This design comes from an exercise in tuning for a short achievable clock period and few clock cycles per item on the open sky130 flow, not from production work. Function was checked by simulation only, so behaviour that the tests miss may differ from the original. Power is estimated from default activity; no workload was simulated.

==> 10-20 <==
## mrx_top
module mrx_top #(
    parameter int NUM_CHAN = 4,
    parameter int TICK_DIV = chan_pkg::TICK_DIV_DEFAULT
) (
    input  logic                  clk,
    input  logic                  rst_n,
    input  chan_pkg::byte_t [NUM_CHAN-1:0]  rx_data,
    input  logic [NUM_CHAN-1:0]   rx_valid,
    input  chan_pkg::trig_t [NUM_CHAN-1:0]  timer_trig,
    input  logic                  tx_busy,
    output chan_pkg::byte_t                 tx_data,
    output logic                  tx_strobe
);
==> flow/config.mk <==
export PLATFORM = sky130hd
export DESIGN_NAME = mrx_top
export DESIGN_NICKNAME = mrx_top
export VERILOG_FILES = /design/flow/design.v
export SDC_FILE = /design/flow/constraint.sdc
export NUM_CORES = 4
export LEC_CHECK = 0
export ABC_CLOCK_PERIOD_IN_PS = 2000
export CAP_MARGIN = 20
export CORE_MARGIN = 2
export CORE_UTILIZATION = 40
export SETUP_SLACK_MARGIN = 3.0
export SLEW_MARGIN = 20
==> flow/constraint.sdc <==
create_clock -name core_clock -period 5.0 [get_ports {clk}]
set_input_delay 1.0000 -clock core_clock [delete_from_list [all_inputs] [get_ports {clk}]]
set_output_delay 1.0000 -clock core_clock [all_outputs]
set_load 0.01 [all_outputs]
run.sh (not shown) runs the stock make flow with config.mk's settings and CLKGATE_MAP_FILE= SYNTH_SCRIPT=/design/flow/synth_recipe.tcl, a recipe that flattens the netlist after the stock synthesis.
==> 06-21: changes against 10-20 <==
--- a/flow/design.v
+++ b/flow/design.v
@@ -69,56 +69,43 @@
     input  logic  sent,          
     output chan_pkg::byte_t head,
     output chan_pkg::cnt_t  count,
     output logic  full,
     output logic  full_nxt,
-    output logic  one,           
     output frame_pkg::crc_t crc,
     output logic  ready
 );
     localparam int D = chan_pkg::BUF_DEPTH;
     chan_pkg::byte_t mem [D];
     logic [D-1:0]    occ;        
     chan_pkg::trig_t idle_cnt;
     logic            nz;
-    logic            c15;        
     logic            push;
-    logic            inc;
-    logic            dec;
     chan_pkg::cnt_t  count_nxt;
-    chan_pkg::cnt_t  count_p1;
-    chan_pkg::cnt_t  count_m1;
     frame_pkg::crc_t crc_c;
     frame_pkg::crc_t crc_f;
     assign push = wr_en && !full;        
     assign head = mem[0];
-    assign inc      = push && !sent;
-    assign dec      = sent && !push;
-    assign count_p1 = count + 1'b1;
-    assign count_m1 = count - 1'b1;
-    assign count_nxt = inc ? count_p1 : (dec ? count_m1 : count);
-    assign full_nxt = !sent && (full || (c15 && wr_en));
+    always_comb begin
+        count_nxt = count;
+        case ({push, sent})
+            2'b10:   count_nxt = count + 1'b1;
+            2'b01:   count_nxt = count - 1'b1;
+            default: count_nxt = count;
+        endcase
+    end
+    assign full_nxt = (count_nxt == chan_pkg::cnt_t'(D));
     always_ff @(posedge clk or negedge rst_n) begin
         if (!rst_n) begin
             count <= '0;
             full  <= 1'b0;
             nz    <= 1'b0;
-            c15   <= 1'b0;
-            one   <= 1'b0;
             occ   <= '0;
         end else begin
             count <= count_nxt;
             full  <= full_nxt;
-            if (inc) begin
-                nz  <= 1'b1;
-                c15 <= (count == chan_pkg::cnt_t'(D - 2));
-                one <= (count == '0);
-            end else if (dec) begin
-                nz  <= (count != chan_pkg::cnt_t'(1));
-                c15 <= full;
-                one <= (count == chan_pkg::cnt_t'(2));
-            end
+            nz    <= (count_nxt != '0);
             case ({push, pop})
                 2'b10:   occ <= {occ[D-2:0], 1'b1};
                 2'b01:   occ <= {1'b0, occ[D-1:1]};
                 default: occ <= occ;
             endcase
@@ -127,12 +114,12 @@
     always_ff @(posedge clk) begin
         for (int i = 0; i < D; i++) begin
             if (pop) begin
                 if (push && occ[i] && (i == D - 1 || !occ[(i + 1) % D])) begin
                     mem[i] <= wr_data;
-                end else begin
-                    mem[i] <= (i < D - 1) ? mem[(i + 1) % D] : mem[i];
+                end else if (i < D - 1) begin
+                    mem[i] <= mem[(i + 1) % D];
                 end
             end else if (push && !occ[i] && (i == 0 || occ[(i + D - 1) % D])) begin
                 mem[i] <= wr_data;
             end
         end
@@ -166,17 +153,15 @@
     parameter int NUM_CHAN = 4
 ) (
     input  logic [NUM_CHAN-1:0]   ready,
     input  chan_pkg::cnt_t [NUM_CHAN-1:0]   counts,
     input  frame_pkg::crc_t [NUM_CHAN-1:0]  crcs,
-    input  logic [NUM_CHAN-1:0]   ones,
     output logic                  any_ready,
     output logic [NUM_CHAN-1:0]   pri_vec,
     output chan_pkg::byte_t                 pri_chan,
     output chan_pkg::cnt_t                  pri_count,
-    output frame_pkg::crc_t                 pri_crc,
-    output logic                  pri_one
+    output frame_pkg::crc_t                 pri_crc
 );
     always_comb begin
         pri_vec = '0;
         for (int i = NUM_CHAN - 1; i >= 0; i--) begin
             if (ready[i]) begin
@@ -194,11 +179,10 @@
             pri_count = pri_count | ({5{pri_vec[i]}}  & counts[i]);
             pri_crc   = pri_crc   | ({16{pri_vec[i]}} & crcs[i]);
         end
     end
     assign any_ready = |ready;
-    assign pri_one   = |(pri_vec & ones);
 endmodule
 `default_nettype wire
 `timescale 1ns/100ps
 `default_nettype none
 module crc16_calc (
@@ -228,11 +212,10 @@
     input  logic  any_ready,
     input  logic [NUM_CHAN-1:0] pri_vec,
     input  chan_pkg::byte_t pri_chan,
     input  chan_pkg::cnt_t  pri_count,
     input  frame_pkg::crc_t pri_crc,
-    input  logic  pri_one,
     input  chan_pkg::byte_t [NUM_CHAN-1:0] heads,
     input  logic  any_full_nxt,
     input  logic  tx_busy,
     output logic  [NUM_CHAN-1:0] granted_vec,
     output logic  [NUM_CHAN-1:0] pop_vec,
@@ -278,21 +261,15 @@
                  | ({8{nx[frame_pkg::NX_CRCHI]}} & crc_q[15:8])
                  | ({8{nx[frame_pkg::NX_END]}}   & frame_pkg::END_BYTE)
                  | ({8{nx[frame_pkg::NX_DONE]}}  & frame_pkg::HDR0);
     end
     assign busy_nxt = grant || (busy_q && !(strobe && nx[frame_pkg::NX_DONE]));
-    always_ff @(posedge clk) begin
-        if (strobe) begin
-            tx_data <= data_nxt;
-        end else if (!busy_q) begin
-            tx_data <= frame_pkg::HDR0;
-        end
-    end
     always_ff @(posedge clk or negedge rst_n) begin
         if (!rst_n) begin
             busy_q  <= 1'b0;
             due     <= 1'b0;
+            tx_data <= frame_pkg::HDR0;
             nx      <= frame_pkg::NX_W'(1) << frame_pkg::NX_HDR1;
             out_pay <= 1'b0;
             gsel    <= '0;
             len_b   <= '0;
             chan_b  <= '0;
@@ -306,13 +283,14 @@
                 gsel   <= pri_vec;
                 len_b  <= chan_pkg::byte_t'(pri_count);
                 chan_b <= pri_chan;
                 crc_q  <= pri_crc;
                 left   <= pri_count;
-                last   <= pri_one;
+                last   <= (pri_count == chan_pkg::cnt_t'(1));
             end
             if (strobe) begin
+                tx_data <= data_nxt;
                 out_pay <= nx[frame_pkg::NX_DATA];
                 if (nx[frame_pkg::NX_DATA]) begin
                     left <= left - 1'b1;
                     last <= (left == chan_pkg::cnt_t'(2));
                     if (last) begin
@@ -345,12 +323,10 @@
 );
     logic                 tick;
     logic [NUM_CHAN-1:0]  ready;
     logic [NUM_CHAN-1:0]  full;
     logic [NUM_CHAN-1:0]  full_nxt;
-    logic [NUM_CHAN-1:0]  ones;
-    logic                 pri_one;
     chan_pkg::byte_t [NUM_CHAN-1:0] heads;
     chan_pkg::cnt_t [NUM_CHAN-1:0]  counts;
     frame_pkg::crc_t [NUM_CHAN-1:0] crcs;
     logic [NUM_CHAN-1:0]  pop_vec;
     logic [NUM_CHAN-1:0]  sent_vec;
@@ -374,22 +350,21 @@
             .sent       (sent_vec[i]),
             .head       (heads[i]),
             .count      (counts[i]),
             .full       (full[i]),
             .full_nxt   (full_nxt[i]),
-            .one        (ones[i]),
             .crc        (crcs[i]),
             .ready      (ready[i])
         );
     end
     channel_select #(.NUM_CHAN(NUM_CHAN)) u_sel (
-        .ready(ready), .counts(counts), .crcs(crcs), .ones(ones), .any_ready(any_ready),
-        .pri_vec(pri_vec), .pri_chan(pri_chan), .pri_count(pri_count), .pri_crc(pri_crc), .pri_one(pri_one)
+        .ready(ready), .counts(counts), .crcs(crcs), .any_ready(any_ready),
+        .pri_vec(pri_vec), .pri_chan(pri_chan), .pri_count(pri_count), .pri_crc(pri_crc)
     );
     frame_fsm #(.NUM_CHAN(NUM_CHAN)) u_fsm (
         .clk(clk), .rst_n(rst_n), .any_ready(any_ready), .pri_vec(pri_vec),
-        .pri_chan(pri_chan), .pri_count(pri_count), .pri_crc(pri_crc), .pri_one(pri_one), .heads(heads),
+        .pri_chan(pri_chan), .pri_count(pri_count), .pri_crc(pri_crc), .heads(heads),
         .any_full_nxt(|full_nxt), .tx_busy(tx_busy), .granted_vec(granted_vec),
         .pop_vec(pop_vec), .sent_vec(sent_vec), .tx_data(tx_data), .tx_strobe(tx_strobe)
     );
 endmodule
 `default_nettype wire
Settings changed: ABC_CLOCK_PERIOD_IN_PS 2000 to not set, SETUP_SLACK_MARGIN 3.0 to not set.
==> summary.txt <==
Pwr
  • Switching pwr: 6.63 mW
  • Clk. pwr: 6.20 mW

Placed design
  • GP Congestion: 0.910

Layout
  • Footprint of the multi-input gates: 20000 sq um
  • Seq cells: 772

Logic synthesis
  • Avg Cell Area, Syn: 13.2 sq um
  • Seq cells post-synth: 772

Global routing
  • GRT Util Overall: 19.7%
  • First-pass GRT wire length: 149000 microns

Setup path
  • Worst r2r path cells: 10

Outcome
  • Status: complete, no violations

Floorplan
  • CORE AREA: 93000 sq um
(the above is from 10-20)
==> summary.txt <==
Outcome
  • Status: complete, no violations

CTS
  • CTS tree: yes

Layout
  • Seq cells: 764
  • Footprint of the multi-input gates: 14400 sq um

Setup path
  • Worst r2r path cells: 9
  • R2r setup slk: 1620 ps

Pwr
  • Switching pwr: 7.91 mW

Global routing
  • First-pass GRT wire length: 131000 microns
  • GRT Util Overall: 17.4%

Logic synthesis
  • Avg Cell Area, Syn: 13.2 sq um

Floorplan
  • CORE AREA: 91700 sq um

Placed design
  • GP Congestion: 0.883

Routing
  • Via-to-Cell Ratio: 5.37
(the above is from 06-21)
Testbench counts of 10-20, summed over its fixed seeds: cycles 153,438, bytes 17,682.
Testbench counts of 06-21, summed over its fixed seeds: cycles 153,438, bytes 17,682.

-- afterwards: timing with drivers on the ports --
The results above use ideal ports. As a check the final layouts listed here were re-extracted and re-timed, cells and wires unchanged. Step 1 sets driving cells, clkbuf_16 on the clock port and buf_2 on the other inputs (assumed; they add their load-dependent delay and slew). Step 2 also shifts input and output timing later by t, the mid clock arrival at the registers, as if the neighbouring blocks saw the same clock. a / b / c = ideal / step 1 / step 2; a / b = the first two.
run	t (ns)	slack for setup (ns)	worst hold slack (ns)	worst slew at a driven data input, ns
10-20	0.705	2.415 / 2.428 / 1.723	0.398 / 0.388 / 0.480	0.05
06-21	0.700	1.158 / 1.201 / 0.502	0.429 / 0.415 / 0.482	0.07
After both steps every run listed still meets setup and hold. The setup slack of 10-20, which loses most, moves by +0.013 ns with the drivers and by -0.692 ns with both steps.
